Background: an optimization exercise with open tools, aiming at small area. Do not read the settings as production practice. Only simulation tests tie the RTL to the original design; equivalence was not proved.

Setup of run A:
## stream_convolver
module stream_convolver (
    input  logic           clk_i,
    input  logic           rst_ni,
    input  logic           en_i,
    input  logic [15:0]    data_i,
    input  logic [5:0]     stride_i,
    input  logic [13:0]    matrix_size_i,
    input  logic [143:0]   weights_i,
    output logic [31:0]    conv_o,
    output logic           valid_conv_o,
    output logic           end_conv_o
);
clock: 10.0 ns
lec_check: 0
abc_area: 1
cap_margin: 20
core_margin: 2
core_utilization: 65
gpl_timing_driven: 0
slew_margin: 20
standard.sh (not shown) runs the stock make flow with config.mk's settings and CLKGATE_MAP_FILE= SYNTH_SCRIPT=/design/flow/synth_recipe.tcl, a recipe that flattens the netlist after the stock synthesis.
==> flow/flow/run.sh <==
#!/bin/bash
# Standard ORFS layout (the standard.sh) with these changes:
#  - Yosys's generic pre-mapping ABC pass is skipped (SYNTH_ARGS=-noabc), so
#    extract_fa finds the design's full adders in their written polarity;
#  - the buffers ABC inserted are removed at floorplan (repair_design adds
#    back what slew and capacitance need);
#  - the port buffers are the smallest buffer cell;
#  - clock tree: smaller clock buffers, no dummy loads.
set -euo pipefail
bash standard.sh \
  SYNTH_ARGS=-noabc \
  REMOVE_ABC_BUFFERS=1 \
  "BUFFER_PORTS_ARGS=-buffer_cell sky130_fd_sc_hd__buf_1" \
  "CTS_ARGS=-sink_clustering_enable -repair_clock_nets -dont_use_dummy_load -buf_list {sky130_fd_sc_hd__clkbuf_4 sky130_fd_sc_hd__clkbuf_8}" \
  finish > flow_make.log 2>&1
In summary, run A completed successfully, with a layout that passed the timing, design-rule and antenna checks.
> inputs changed (run A -> run B)
Settings: CORE_UTILIZATION now 80, was 65.
diff --git a/flow/flow/run.sh b/flow/flow/run.sh
--- a/flow/flow/run.sh
+++ b/flow/flow/run.sh
@@ -13,3 +13,3 @@
   "BUFFER_PORTS_ARGS=-buffer_cell sky130_fd_sc_hd__buf_1" \
-  "CTS_ARGS=-sink_clustering_enable -repair_clock_nets -dont_use_dummy_load -buf_list {sky130_fd_sc_hd__clkbuf_4 sky130_fd_sc_hd__clkbuf_8}" \
+  "CTS_ARGS=-sink_clustering_enable -repair_clock_nets -dont_use_dummy_load -buf_list {sky130_fd_sc_hd__clkbuf_4}" \
   finish > flow_make.log 2>&1
### Flow results
Run B: GRT-0116 in global routing (5_1_grt) -> run aborted. Looking at number of clock buffers inserted by TritonCTS, run B sits above run A. The synthesized area was comparable across run A and run B. Going from run A to run B, half-perimeter wire length after detailed placement shrank slightly. Against run A, run B reports a cell count after placement that is lower. Number of placement rows shrinks by more than 10% when moving from run A to run B. Looking only at global placer's final weighted congestion, and setting everything else aside, the lower value of run A and run B goes to run A.
### run B -> run C
Settings: swapping 80 for 65 in CORE_UTILIZATION.
diff --git a/flow/flow/run.sh b/flow/flow/run.sh
--- a/flow/flow/run.sh
+++ b/flow/flow/run.sh
@@ -13,3 +13,3 @@
   "BUFFER_PORTS_ARGS=-buffer_cell sky130_fd_sc_hd__buf_1" \
-  "CTS_ARGS=-sink_clustering_enable -repair_clock_nets -dont_use_dummy_load -buf_list {sky130_fd_sc_hd__clkbuf_4}" \
+  "CTS_ARGS=-sink_clustering_enable -repair_clock_nets -dont_use_dummy_load -buf_list {sky130_fd_sc_hd__clkbuf_2 sky130_fd_sc_hd__clkbuf_4}" \
   finish > flow_make.log 2>&1
Findings:
Run C: done, clean on timing, DRC and antenna
Summary of run C over run B: final weighted congestion in routability-driven placement moved down, die width moved up.
Summary: with run B as the reference, number of cells in the design after placement in run C moved up by a few percent.
Re number of distinct library cells after synthesis: no difference whatsoever between run C and run B.
Estimated wirelength of the detail-placed design: run C and run B compared, higher one is run C
diff inputs: run C => run D
Settings: CORE_UTILIZATION now 70, was 65.
diff --git a/flow/flow/run.sh b/flow/flow/run.sh
--- a/flow/flow/run.sh
+++ b/flow/flow/run.sh
@@ -13,3 +13,3 @@
   "BUFFER_PORTS_ARGS=-buffer_cell sky130_fd_sc_hd__buf_1" \
-  "CTS_ARGS=-sink_clustering_enable -repair_clock_nets -dont_use_dummy_load -buf_list {sky130_fd_sc_hd__clkbuf_2 sky130_fd_sc_hd__clkbuf_4}" \
+  "CTS_ARGS=-sink_clustering_enable -repair_clock_nets -dont_use_dummy_load -buf_list {sky130_fd_sc_hd__clkbuf_4}" \
   finish > flow_make.log 2>&1
==> comparison <==
Run D completed; timing, DRC and antenna clean. Layout net count: run C vs run D — no meaningful difference. Non-filler instance count after layout: higher on run C. Run D ended up with a lower area growth from synthesis to layout than run C did. Looking at run C and run D, the clock latency reported for the late side of the worst-skew pair is a wash. Run D does better than run C on routed wire length. Run C → run D: final antenna diode count increased by 2 relative to the old numbers, shortest clock period the worst path allows after layout higher.

---

Starting RTL as in the previous note.
export LEC_CHECK = 0
export ABC_AREA = 1
export CAP_MARGIN = 15
export CORE_MARGIN = 2
export CORE_UTILIZATION = 65
export GPL_TIMING_DRIVEN = 0
export SLEW_MARGIN = 15
create_clock -name core_clock -period 10.0 [get_ports {clk_i}]
==> flow/flow/run.sh <==
#!/bin/bash
# Standard ORFS layout (the standard.sh) with these changes:
#  - Yosys's generic pre-mapping ABC pass is skipped (SYNTH_ARGS=-noabc), so
#    extract_fa finds the design's full adders in their written polarity;
#  - the buffers ABC inserted are removed at floorplan (repair_design adds
#    back what slew and capacitance need);
#  - the port buffers are the smallest buffer cell;
#  - clock tree: smaller clock buffers, no dummy loads.
set -euo pipefail
bash standard.sh \
  SYNTH_ARGS=-noabc \
  REMOVE_ABC_BUFFERS=1 \
  "BUFFER_PORTS_ARGS=-buffer_cell sky130_fd_sc_hd__buf_1" \
  "CTS_ARGS=-sink_clustering_enable -repair_clock_nets -dont_use_dummy_load -buf_list {sky130_fd_sc_hd__clkbuf_4}" \
  finish > flow_make.log 2>&1
Edit:
Settings changed: GPL_ROUTABILITY_DRIVEN set to 0.
After rerunning: Design area stays flat; worst hold slack gets worse by 0.0040 ns; core utilization stays flat; die area does not change; routed wire length goes down by 4.2%; flip-flop and latch count is unchanged; global-route usage goes down by 2.4 points; cell count is unchanged; first-iteration DRC count goes up by 3.6%.

---

Starting RTL as in the previous note.
==> flow/design.v (excerpt) <==
module stream_convolver (
    input  logic           clk_i,
    input  logic           rst_ni,
    input  logic           en_i,
    input  logic [15:0]    data_i,
    input  logic [5:0]     stride_i,
    input  logic [13:0]    matrix_size_i,
    input  logic [143:0]   weights_i,
    output logic [31:0]    conv_o,
    output logic           valid_conv_o,
    output logic           end_conv_o
);
    logic       r_started;
    logic [3:0] r_mm1;       
    logic [3:0] r_sm1;       
    logic [3:0] r_row;
    logic [3:0] r_col;
    logic [3:0] r_row_ph;
    logic [3:0] r_col_ph;
    logic       r_valid;
    logic       r_end;
    logic       w_acc;
    logic [3:0] w_mm1;
    logic [3:0] w_sm1;
    logic       w_last_col;
    logic       w_last_row;
    logic       w_row_in;
    logic       w_col_in;
    logic       w_win;
    assign w_acc = en_i & ~r_end;
    assign w_mm1 = r_started ? r_mm1 : (matrix_size_i[3:0] - 4'd1);
    assign w_sm1 = r_started ? r_sm1
  ...
==> flow/config.mk <==
export PLATFORM = sky130hd
export DESIGN_NAME = stream_convolver
export DESIGN_NICKNAME = stream_convolver
export VERILOG_FILES = /design/flow/design.v
export SDC_FILE = /design/flow/constraint.sdc
export NUM_CORES = 4
export LEC_CHECK = 0
export ABC_AREA = 1
export CAP_MARGIN = 15
export CORE_MARGIN = 2
export CORE_UTILIZATION = 65
export GPL_TIMING_DRIVEN = 0
export SLEW_MARGIN = 15
==> flow/constraint.sdc <==
create_clock -name core_clock -period 10.0 [get_ports {clk_i}]
set_input_delay 2.0000 -clock core_clock [delete_from_list [all_inputs] [get_ports {clk_i}]]
set_output_delay 2.0000 -clock core_clock [all_outputs]
set_load 0.01 [all_outputs]
==> flow/flow/run.sh <==
#!/bin/bash
# Standard ORFS layout (the standard.sh) with these changes:
#  - Yosys's generic pre-mapping ABC pass is skipped (SYNTH_ARGS=-noabc), so
#    extract_fa finds the design's full adders in their written polarity;
#  - the buffers ABC inserted are removed at floorplan (repair_design adds
#    back what slew and capacitance need);
#  - the port buffers are the smallest buffer cell;
#  - clock tree: smaller clock buffers, no dummy loads.
set -euo pipefail
bash standard.sh \
  SYNTH_ARGS=-noabc \
  REMOVE_ABC_BUFFERS=1 \
  "BUFFER_PORTS_ARGS=-buffer_cell sky130_fd_sc_hd__buf_1" \
  "CTS_ARGS=-sink_clustering_enable -repair_clock_nets -dont_use_dummy_load -sink_buffer_max_cap_derate 0.25 -buf_list {sky130_fd_sc_hd__clkbuf_4 sky130_fd_sc_hd__clkbuf_8}" \
  finish > flow_make.log 2>&1
The first run finished clean.
Rerun with:
--- a/flow/flow/run.sh
+++ b/flow/flow/run.sh
@@ -14 +14 @@
-  "CTS_ARGS=-sink_clustering_enable -repair_clock_nets -dont_use_dummy_load -sink_buffer_max_cap_derate 0.25 -buf_list {sky130_fd_sc_hd__clkbuf_4 sky130_fd_sc_hd__clkbuf_8}" \
+  "CTS_ARGS=-sink_clustering_enable -repair_clock_nets -dont_use_dummy_load -buf_list {sky130_fd_sc_hd__clkbuf_4}" \
CAP_MARGIN = 20   (was 15)
SLEW_MARGIN = 20   (was 15)
Effect: Fmax is higher slightly; wire length went up slightly; synthesized cell count stays the same; global-route usage goes up by 0.24 points; critical path depth does not change; non-clock buffer count rose by 12; via count increases slightly; final cell count stays flat.

---

Another version of the RTL of stream_convolver (not shown whole).
Size: about 220 I/O pins, ~0.072 sq mm of cells after synthesis.
==> flow/config.mk <==
export PLATFORM = sky130hd
export DESIGN_NAME = stream_convolver
export DESIGN_NICKNAME = stream_convolver
export VERILOG_FILES = /design/flow/design.v
export SDC_FILE = /design/flow/constraint.sdc
export NUM_CORES = 4
export LEC_CHECK = 0
export ABC_AREA = 1
export CAP_MARGIN = 10
export CORE_MARGIN = 2
export CORE_UTILIZATION = 40
export GPL_TIMING_DRIVEN = 0
export SLEW_MARGIN = 10
==> flow/constraint.sdc <==
create_clock -name core_clock -period 10.0 [get_ports {clk_i}]
set_input_delay 2.0000 -clock core_clock [delete_from_list [all_inputs] [get_ports {clk_i}]]
set_output_delay 2.0000 -clock core_clock [all_outputs]
set_load 0.01 [all_outputs]
==> flow/flow/run.sh <==
#!/bin/bash
# Standard ORFS layout (the standard.sh) with these changes:
#  - Yosys's generic pre-mapping ABC pass is skipped (SYNTH_ARGS=-noabc), so
#    extract_fa finds the design's full adders in their written polarity;
#  - the buffers ABC inserted are removed at floorplan (repair_design adds
#    back what slew and capacitance need);
#  - the port buffers are the smallest buffer cell;
#  - clock tree: smaller clock buffers, no dummy loads.
set -euo pipefail
bash standard.sh \
  SYNTH_ARGS=-noabc \
  REMOVE_ABC_BUFFERS=1 \
  "BUFFER_PORTS_ARGS=-buffer_cell sky130_fd_sc_hd__buf_1" \
  "CTS_ARGS=-sink_clustering_enable -repair_clock_nets -dont_use_dummy_load -sink_clustering_size 20 -sink_clustering_max_diameter 60 -buf_list {sky130_fd_sc_hd__clkbuf_8 sky130_fd_sc_hd__clkbuf_16}" \
  finish > flow_make.log 2>&1
The first run went through all stages and came out clean.
Rerun with:
--- a/flow/flow/run.sh
+++ b/flow/flow/run.sh
@@ -13,3 +13,3 @@
   "BUFFER_PORTS_ARGS=-buffer_cell sky130_fd_sc_hd__buf_1" \
-  "CTS_ARGS=-sink_clustering_enable -repair_clock_nets -dont_use_dummy_load -sink_clustering_size 20 -sink_clustering_max_diameter 60 -buf_list {sky130_fd_sc_hd__clkbuf_8 sky130_fd_sc_hd__clkbuf_16}" \
+  "CTS_ARGS=-sink_clustering_enable -repair_clock_nets -dont_use_dummy_load -buf_list {sky130_fd_sc_hd__clkbuf_4 sky130_fd_sc_hd__clkbuf_8}" \
   finish > flow_make.log 2>&1
--- a/flow/config.mk
+++ b/flow/config.mk
@@ -8,6 +8,6 @@
 export ABC_AREA = 1
-export CAP_MARGIN = 10
+export CAP_MARGIN = 20
 export CORE_MARGIN = 2
-export CORE_UTILIZATION = 40
+export CORE_UTILIZATION = 65
 export GPL_TIMING_DRIVEN = 0
-export SLEW_MARGIN = 10
+export SLEW_MARGIN = 20
The changed run ran to the end with no violations.
Routed wire length came out lower by 9.4%.
Worst setup slack gains 0.17 ns.
Via count came out higher by 5.0%.
Design area came out lower by 1.4%.

---

stream_convolver again, from the RTL that the note above started with.
export LEC_CHECK = 0
export ABC_AREA = 1
export CAP_MARGIN = 20
export CORE_MARGIN = 2
export CORE_UTILIZATION = 40
export GPL_TIMING_DRIVEN = 0
export SLEW_MARGIN = 20
create_clock -name core_clock -period 10.0 [get_ports {clk_i}]
==> flow/flow/run.sh <==
#!/bin/bash
# Standard ORFS layout (the standard.sh) with these changes:
#  - Yosys's generic pre-mapping ABC pass is skipped (SYNTH_ARGS=-noabc), so
#    extract_fa finds the design's full adders in their written polarity;
#  - the buffers ABC inserted are removed at floorplan (repair_design adds
#    back what slew and capacitance need);
#  - the port buffers are the smallest buffer cell;
#  - clock tree: smaller clock buffers, no dummy loads.
set -euo pipefail
bash standard.sh \
  SYNTH_ARGS=-noabc \
  REMOVE_ABC_BUFFERS=1 \
  "BUFFER_PORTS_ARGS=-buffer_cell sky130_fd_sc_hd__buf_1" \
  "CTS_ARGS=-sink_clustering_enable -repair_clock_nets -dont_use_dummy_load -buf_list {sky130_fd_sc_hd__clkbuf_4 sky130_fd_sc_hd__clkbuf_8}" \
  finish > flow_make.log 2>&1
The first run finished clean.
Change:
==> flow/flow/run.sh (replaced) <==
#!/bin/bash
# Standard ORFS layout; the only change is that Yosys's generic pre-mapping
# ABC pass is skipped (SYNTH_ARGS=-noabc), so that extract_fa finds the
# design's full adders in their written polarity.
set -euo pipefail
bash standard.sh SYNTH_ARGS=-noabc finish > flow_make.log 2>&1
Effect: The changed run ran to the end with no violations. Hold slack gets better by 0.040 ns. Via count went up by 1.5%. Non-clock buffer count came out higher by 353.

==> re-timing with driven ports <==
How much do the figures lean on ideal ports? The routed layouts below were timed once more, with nothing changed but the port constraints.
Step 1 (the two cells are an assumption about what drives the block):
set clk [get_ports {clk_i}]
set_driving_cell -lib_cell sky130_fd_sc_hd__clkbuf_16 $clk
set_driving_cell -lib_cell sky130_fd_sc_hd__buf_2 [delete_from_list [all_inputs] $clk]
Step 2 times the ports against the registers' clock, not the clock port: input delays grow and output delays shrink by t, the midpoint of the rising clock arrivals with the driver on.
Three values: ideal ports, drivers, drivers and shift; two values: the first two.
run | t, ns | setup slack, ns | worst setup path at the end | slew at the worst register clock pin (ns)
run A | 0.813 | 0.814 / 0.735 / 0.943 | input to register | 0.07 / 0.07
run C | 1.146 | 0.514 / 0.434 / 0.927 | input to register | 0.10 / 0.10
run D | 1.130 | 0.402 / 0.317 / 0.629 | input to register | 0.09 / 0.09
the first run of note 2 | 1.105 | 0.406 / 0.324 / 0.893 | input to register | 0.08 / 0.08
the second run of note 2 | 1.114 | 0.519 / 0.439 / 0.766 | input to register | 0.07 / 0.07
the first run of note 3 | 1.103 | 0.431 / 0.351 / 0.894 | input to register | 0.08 / 0.08
the second run of note 3 | 1.146 | 0.514 / 0.434 / 0.927 | input to register | 0.10 / 0.10
the first run of note 4 | 0.791 | 1.009 / 1.009 / 0.446 | input to register | 0.08 / 0.08
the second run of note 4 | 0.822 | 1.177 / 1.177 / 0.433 | input to register | 0.07 / 0.07
the first run of note 5 | 0.927 | 1.230 / 1.230 / 0.549 | input to register | 0.07 / 0.07
the second run of note 5 | 0.823 | 0.771 / 0.839 / 0.017 | input to register | 0.08 / 0.08
After both steps setup and hold are still met in every run listed. For the second run of note 5, which loses most, drivers alone change the setup slack by +0.068 ns; drivers and shift together by -0.754 ns.
